What follows belongs to an exercise in optimizing a design on an open flow for small area, a short achievable clock period and few clock cycles per item; a production flow would make more cautious choices. The RTL was checked by simulation tests, not by an equivalence proof against the original design.

## idct_stage1_top
module idct_stage1_top #(
    parameter int BLOCK_COLS = 40,
    parameter int BLOCK_ROWS = 30,
    parameter int RESULT_BASE = 76800
) (
    input  logic       CLOCK,
    input  logic       Resetn,
    input  logic       start,
    input  logic [15:0] sram_read_data,
    output logic [17:0] sram_address,
    output logic [15:0] sram_write_data,
    output logic       sram_we_n,
    output logic       busy,
    output logic       done
);
clock: 12.0 ns
lec_check: 0
cap_margin: 20
core_margin: 2
core_utilization: 40
cts_cluster_diameter: 120
cts_cluster_size: 24
slew_margin: 20
run.sh (not shown) runs the stock make flow with config.mk's settings and CLKGATE_MAP_FILE= SYNTH_SCRIPT=/design/flow/synth_recipe.tcl, a recipe that flattens the netlist after the stock synthesis.
The baseline finished with timing, DRC and antenna clean.
Testbench counts at the start, summed over its fixed seeds: cycles 614,468, pictures 4.
Rerun with:
==> flow/flow/run.sh (new file) <==
#!/bin/bash
set -euo pipefail
export BUFFER_PORTS_ARGS="-buffer_cell sky130_fd_sc_hd__buf_4"
export SETUP_SLACK_MARGIN=8.45
bash standard.sh > standard.log 2>&1
==> flow/standard.sh (new file) <==
#!/bin/bash
# synth_recipe.tcl (not shown) runs the flow's synth.tcl, then flattens the netlist and writes it again
# the make line also repeats each setting of config.mk as NAME=value (left out here)
make -C /OpenROAD-flow-scripts/flow DESIGN_CONFIG=/design/flow/config.mk WORK_HOME=/design/flow/orfs CLKGATE_MAP_FILE= SYNTH_SCRIPT=/design/flow/synth_recipe.tcl "${@:-finish}"
--- a/flow/config.mk
+++ b/flow/config.mk
@@ -9,5 +9,6 @@
 export CORE_MARGIN = 2
-export CORE_UTILIZATION = 40
+export CORE_UTILIZATION = 55
 export CTS_CLUSTER_DIAMETER = 120
 export CTS_CLUSTER_SIZE = 24
+export PLACE_DENSITY = 0.7
 export SLEW_MARGIN = 20
removed: flow/run.sh
Synthesized cell count does not change.
Clock skew increases by 12 ps.
First-iteration DRC count came out higher by about a fifth.
Setup slack improved by 610 ps.
Cell count fell by a few percent.
Area after synthesis does not change.
Utilization grows by 17 points.
Rerun with:
--- a/flow/config.mk
+++ b/flow/config.mk
@@ -9,6 +9,5 @@
 export CORE_MARGIN = 2
-export CORE_UTILIZATION = 55
+export CORE_UTILIZATION = 40
 export CTS_CLUSTER_DIAMETER = 120
 export CTS_CLUSTER_SIZE = 24
-export PLACE_DENSITY = 0.7
 export SLEW_MARGIN = 20
Final area grows by 1.4%.
Routed wire length climbs by 3.2%.
Clock-buffer cell count went up by 3.
Final cell count grows by 7.0%.
Worst setup slack hardly moves.
Via count goes down by about 0.8%.
First-iteration DRC count went down by 13%.
Clock skew came out higher by 4.2 ps.
Sequential cell count does not change.
Rerun with:
--- a/flow/config.mk
+++ b/flow/config.mk
@@ -7,3 +7,3 @@
 export LEC_CHECK = 0
-export CAP_MARGIN = 20
+export CAP_MARGIN = 0
 export CORE_MARGIN = 2
@@ -12,2 +12,2 @@
 export CTS_CLUSTER_SIZE = 24
-export SLEW_MARGIN = 20
+export SLEW_MARGIN = 0
What happened:
- fmax stays the same
- design area stays the same
- setup slack stays the same
- first-iteration DRC count is unchanged
- wire length is unchanged
- final cell count does not change
- utilization does not change
Rerun with:
==> flow/flow/run.sh (replaced) <==
#!/bin/bash
set -euo pipefail
export BUFFER_PORTS_ARGS="-buffer_cell sky130_fd_sc_hd__buf_4"
export SETUP_SLACK_MARGIN=8.3
bash standard.sh > standard.log 2>&1
--- a/flow/config.mk
+++ b/flow/config.mk
@@ -7,3 +7,3 @@
 export LEC_CHECK = 0
-export CAP_MARGIN = 0
+export CAP_MARGIN = 20
 export CORE_MARGIN = 2
@@ -12,2 +12,2 @@
 export CTS_CLUSTER_SIZE = 24
-export SLEW_MARGIN = 0
+export SLEW_MARGIN = 20
What happened: The changed run completed without violations. Via count stays flat. Wire length decreases slightly. Global-route usage barely changes. Setup slack degrades by 12 ps. Core utilization decreases by 0.42 points.

* * *

== the reference run ==
idct_stage1_top, a different RTL version from the one above (not shown whole).
Size in the first run: roughly 3600 cells after synthesis, roughly 600 flip-flops, roughly 35000 um^2 of cells after synthesis.
==> flow/config.mk <==
export PLATFORM = sky130hd
export DESIGN_NAME = idct_stage1_top
export DESIGN_NICKNAME = idct_stage1_top
export VERILOG_FILES = /design/flow/design.v
export SDC_FILE = /design/flow/constraint.sdc
export NUM_CORES = 4
export LEC_CHECK = 0
export CAP_MARGIN = 20
export CORE_MARGIN = 2
export CORE_UTILIZATION = 55
export CTS_CLUSTER_DIAMETER = 120
export CTS_CLUSTER_SIZE = 24
export PLACE_DENSITY = 0.7
export SLEW_MARGIN = 20
==> flow/constraint.sdc <==
create_clock -name core_clock -period 12.0 [get_ports {CLOCK}]
set_input_delay 2.4000 -clock core_clock [delete_from_list [all_inputs] [get_ports {CLOCK}]]
set_output_delay 2.4000 -clock core_clock [all_outputs]
set_load 0.01 [all_outputs]
standard.sh (not shown) runs the stock make flow with config.mk's settings and CLKGATE_MAP_FILE= SYNTH_SCRIPT=/design/flow/synth_recipe.tcl, a recipe that flattens the netlist after the stock synthesis.
==> flow/flow/run.sh <==
#!/bin/bash
set -euo pipefail
export BUFFER_PORTS_ARGS="-buffer_cell sky130_fd_sc_hd__buf_4"
export SETUP_SLACK_MARGIN=8.45
bash standard.sh > standard.log 2>&1
Testbench counts of the reference run, summed over its fixed seeds: cycles 614,464, pictures 4.
Changes in the trial run relative to the reference run:
- CORE_UTILIZATION changed from 55 to 40
- PLACE_DENSITY removed (was 0.7)
No stage failed in the trial run, and the final checks on the layout all came back clean. Changes observed in the trial run relative to the reference run: via count fell by 2.2%, top achievable clock speed rose by about 3%, wire length rose by 2.3%, smallest setup slack after layout rose by 0.10 ns. The reference run → the trial run: sequential share of layout area now sits lower, largest incremental delay on the critical path decreased 0.09 ns, die span in y increased 17%. Non-clock buffer count was higher in the reference run than in the trial run.

* * *

Another version of the RTL of idct_stage1_top (not shown whole).
Size: ~3,500 cells after synthesis.
Settings: LEC_CHECK=0, CAP_MARGIN=20, CORE_MARGIN=2, CORE_UTILIZATION=40, CTS_CLUSTER_DIAMETER=120, CTS_CLUSTER_SIZE=24, SLEW_MARGIN=20; clock period 12.0 ns.
==> flow/flow/run.sh <==
#!/bin/bash
set -euo pipefail
export BUFFER_PORTS_ARGS="-buffer_cell sky130_fd_sc_hd__buf_2"
export SETUP_SLACK_MARGIN=8.3
bash standard.sh > standard.log 2>&1
The first run ran to the end with no violations.
Testbench counts at the start, summed over its fixed seeds: cycles 614,460, pictures 4.
Rerun with:
==> flow/flow/run.sh (replaced) <==
#!/bin/bash
set -euo pipefail
export BUFFER_PORTS_ARGS="-buffer_cell sky130_fd_sc_hd__buf_2"
export SETUP_SLACK_MARGIN=8.38
bash standard.sh > standard.log 2>&1
Global-route usage hardly moves; utilization increases by 0.13 points; via count increases slightly; clock skew hardly moves; clock-buffer cell count decreases by 1.
Rerun with:
Settings changed: CTS_CLUSTER_DIAMETER 120 to 130, CTS_CLUSTER_SIZE 24 to 27.
=> The new run passed the timing, design-rule and antenna checks; area after synthesis is unchanged; worst setup slack barely changes; utilization drops by 0.12 points; critical path depth does not change; final area stays flat; die area is unchanged; worst hold slack improves by 3.0 ps; via count came out lower by 0.55%; global-route usage barely changes; clock-buffer cell count goes down by 1.
Rerun with:
==> flow/flow/run.sh (replaced) <==
#!/bin/bash
set -euo pipefail
export BUFFER_PORTS_ARGS="-buffer_cell sky130_fd_sc_hd__buf_2"
export SETUP_SLACK_MARGIN=8.42
bash standard.sh > standard.log 2>&1
Settings changed: CTS_CLUSTER_DIAMETER 130 to 120, CTS_CLUSTER_SIZE 27 to 24.
Sequential cell count is unchanged.
Clock skew is about the same.
Final cell count rises by 0.42%.
Global-route usage barely changes.
Utilization rises by 0.29 points.
Area after synthesis does not change.
Final area rises by 0.67%.
Worst setup slack gets better by 6.3 ps.

* * *

## PW
Another version of the RTL of idct_stage1_top (not shown whole).
For scale: about 3800 cells after synthesis, ~640 flip-flops, about 56 I/O pins, about 0.036 mm² of cells after synthesis.
export LEC_CHECK = 0
export CAP_MARGIN = 20
export CORE_MARGIN = 2
export CORE_UTILIZATION = 40
export CTS_CLUSTER_DIAMETER = 150
export CTS_CLUSTER_SIZE = 30
export SLEW_MARGIN = 20
create_clock -name core_clock -period 12.0 [get_ports {CLOCK}]
==> flow/flow/run.sh <==
#!/bin/bash
set -euo pipefail
export BUFFER_PORTS_ARGS="-buffer_cell sky130_fd_sc_hd__buf_4"
bash standard.sh > standard.log 2>&1
Testbench counts of PW, summed over its fixed seeds: cycles 614,468, pictures 4.
Modified inputs, TR compared to PW
==> flow/run.sh (new file) <==
#!/bin/bash
# synth_recipe.tcl (not shown) runs the flow's synth.tcl, then flattens the netlist and writes it again
# the make line also repeats each setting of config.mk as NAME=value (left out here)
make -C /OpenROAD-flow-scripts/flow DESIGN_CONFIG=/design/flow/config.mk WORK_HOME=/design/flow/orfs CLKGATE_MAP_FILE= SYNTH_SCRIPT=/design/flow/synth_recipe.tcl finish
--- a/flow/config.mk
+++ b/flow/config.mk
@@ -11,2 +11,2 @@
-export CTS_CLUSTER_DIAMETER = 150
-export CTS_CLUSTER_SIZE = 30
+export CTS_CLUSTER_DIAMETER = 120
+export CTS_CLUSTER_SIZE = 24
removed: flow/flow/run.sh
removed: flow/standard.sh
[summary]
Re synthesis-to-finish area growth: PW and TR aren't equal, and the lower value belongs to PW. PW has a lower number of H-tree levels than TR. Diff PW -> TR: final worst slack down 88 ps, number of buffers created by CTS up 36%, maximum fanout along the worst path down 10.

* * *

Setup of job 2154:
idct_stage1_top again, from the RTL that the note above started with.
==> flow/design.v (excerpt) <==
module idct_stage1_top #(
    parameter int BLOCK_COLS = 40,
    parameter int BLOCK_ROWS = 30,
    parameter int RESULT_BASE = 76800
) (
    input  logic       CLOCK,
    input  logic       Resetn,
    input  logic       start,
    input  logic [15:0] sram_read_data,
    output logic [17:0] sram_address,
    output logic [15:0] sram_write_data,
    output logic       sram_we_n,
    output logic       busy,
    output logic       done
);
clock: 12.0 ns
lec_check: 0
cap_margin: 20
core_margin: 2
core_utilization: 40
cts_cluster_diameter: 150
cts_cluster_size: 30
slew_margin: 20
run.sh (not shown) runs the stock make flow with config.mk's settings and CLKGATE_MAP_FILE= SYNTH_SCRIPT=/design/flow/synth_recipe.tcl, a recipe that flattens the netlist after the stock synthesis.
Stock flow here: none of the scripts above is used.
Testbench counts of job 2154, summed over its fixed seeds: cycles 614,468, pictures 4.
diff inputs: job 2154 => job 2050
Settings: CTS_CLUSTER_SIZE removed (was 30); CTS_CLUSTER_DIAMETER removed (was 150).
--- outcome ---
In job 2050, via count is higher than in job 2154. Job 2050 vs. job 2154: final worst-path setup slack flat; global-route usage up 0.57 points; non-filler instance count after layout up 101; initial antenna violation count down 3. Reported for job 2154 and job 2050, area of the die turned out identical to the last digit. Against job 2154, first-pass GRT wire length in job 2050 came out worse. The fmax on job 2050 is in line with that on job 2154. Job 2050 gives less worst hold-check slack than job 2154 did.
### job 2050 -> job 1325
Settings: putting CTS_CLUSTER_DIAMETER at 150 where nothing was set; putting CTS_CLUSTER_SIZE at 30 where nothing was set.
==> flow/flow/run.sh (new file) <==
#!/bin/bash
set -euo pipefail
export BUFFER_PORTS_ARGS="-buffer_cell sky130_fd_sc_hd__buf_4"
export SETUP_SLACK_MARGIN=8.3
bash standard.sh > standard.log 2>&1
==> flow/standard.sh (new file) <==
#!/bin/bash
# synth_recipe.tcl (not shown) runs the flow's synth.tcl, then flattens the netlist and writes it again
# the make line also repeats each setting of config.mk as NAME=value (left out here)
make -C /OpenROAD-flow-scripts/flow DESIGN_CONFIG=/design/flow/config.mk WORK_HOME=/design/flow/orfs CLKGATE_MAP_FILE= SYNTH_SCRIPT=/design/flow/synth_recipe.tcl "${@:-finish}"
removed: flow/run.sh
### Flow results
- Post-place instance area | job 1325 below job 2050
- When the final numbers for job 1325 and job 2050 were put side by side, the number of fillers in the final layout turned out to be smaller in job 2050.
- Startpoint of the most critical setup path: we -> job 2050, busy -> job 1325
- Job 1325 vs job 2050: final critical-path setup slack up in job 1325
- Library cell contributing the largest single delay on the critical path = sky130_fd_sc_hd__clkdlybuf4s50_1: job 2050; library cell contributing the largest single delay on the critical path = sky130_fd_sc_hd__dfrtp_1: job 1325
- Job 1325 vs job 2050 — via density per instance climbed slightly
- Utilization job 2050 -> job 1325: down
- Final cell area: job 1325 below job 2050
[inputs] job 4639 vs job 1325
Settings: a change of SLEW_MARGIN from 20 to 60; a change of CAP_MARGIN from 20 to 60; a deleted CTS_CLUSTER_SIZE that had been 30; a deleted CTS_CLUSTER_DIAMETER that had been 150; a change of CORE_UTILIZATION from 40 to 60.
==> flow/run.sh (new file) <==
#!/bin/bash
# synth_recipe.tcl (not shown) runs the flow's synth.tcl, then flattens the netlist and writes it again
# the make line also repeats each setting of config.mk as NAME=value (left out here)
make -C /OpenROAD-flow-scripts/flow DESIGN_CONFIG=/design/flow/config.mk WORK_HOME=/design/flow/orfs CLKGATE_MAP_FILE= SYNTH_SCRIPT=/design/flow/synth_recipe.tcl finish
removed: flow/flow/run.sh
removed: flow/standard.sh
## What came out
- Diff job 1325 -> job 4639 | post-route cell area | up by a few percent
- From job 1325 to job 4639 the numbers moved as follows: via count of the routed design now larger, initial antenna violation count +3, area added between synthesis and finish moved up, total wire length higher.
- Summary: with job 1325 as the reference, final cell count in job 4639 moved down by a few percent.
- Summary of job 4639 over job 1325: worst reg2reg path depth decreased by 1 relative to the old numbers; wire length of the first global-routing pass saw an increase; worst setup slack saw a decrease.

port drivers added, routing unchanged:
No port has a modelled driver above. Below, the same layouts with a new extraction and two added sets of constraints.
Step 1 (the two cells are an assumption about what drives the block):
set clk [get_ports {CLOCK}]
set_driving_cell -lib_cell sky130_fd_sc_hd__clkbuf_16 $clk
set_driving_cell -lib_cell sky130_fd_sc_hd__buf_2 [delete_from_list [all_inputs] $clk]
Step 2, shift: input delay + t, output delay - t, t = (earliest + latest rising clock arrival at the registers) / 2. This alone moves slack from input paths to output paths.
Three values: ideal ports, drivers, drivers and shift; two values: the first two.
| run | shift t [ns] | slack for setup (ns) | clock arrival spread, ns | pins driven straight from the clock port |
|---|---|---|---|---|
| the first run of note 1 | 0.700 | 7.819 / 7.819 / 7.819 | 0.022 / 0.021 | 1 |
| the second run of note 1 | 0.708 | 8.432 / 8.370 / 8.517 | 0.036 / 0.035 | 1 |
| the third run of note 1 | 0.711 | 8.429 / 8.363 / 8.526 | 0.042 / 0.042 | 1 |
| the fourth run of note 1 | 0.711 | 8.429 / 8.363 / 8.526 | 0.042 / 0.042 | 1 |
| the fifth run of note 1 | 0.697 | 8.417 / 8.378 / 8.417 | 0.012 / 0.012 | 1 |
| the reference run | 0.686 | 8.363 / 8.298 / 8.528 | 0.027 / 0.027 | 1 |
| the trial run | 0.682 | 8.467 / 8.400 / 8.617 | 0.039 / 0.038 | 1 |
| the first run of note 3 | 0.679 | 8.437 / 8.371 / 8.452 | 0.024 / 0.024 | 1 |
| the second run of note 3 | 0.684 | 8.424 / 8.361 / 8.499 | 0.027 / 0.027 | 1 |
| the third run of note 3 | 0.662 | 8.423 / 8.359 / 8.457 | 0.034 / 0.034 | 1 |
| the fourth run of note 3 | 0.680 | 8.429 / 8.363 / 8.527 | 0.031 / 0.031 | 1 |
| PW | 0.665 | 8.163 / 8.163 / 8.163 | 0.045 / 0.045 | 1 |
| TR | 0.653 | 8.076 / 8.008 / 8.218 | 0.043 / 0.043 | 1 |
| job 2154 | 0.675 | 8.044 / 7.978 / 8.227 | 0.022 / 0.023 | 1 |
| job 2050 | 0.697 | 8.045 / 7.979 / 8.214 | 0.044 / 0.044 | 1 |
| job 1325 | 0.677 | 8.460 / 8.393 / 8.461 | 0.039 / 0.038 | 1 |
| job 4639 | 0.670 | 8.064 / 8.003 / 8.191 | 0.020 / 0.020 | 1 |
After both steps setup and hold are still met in every run listed.
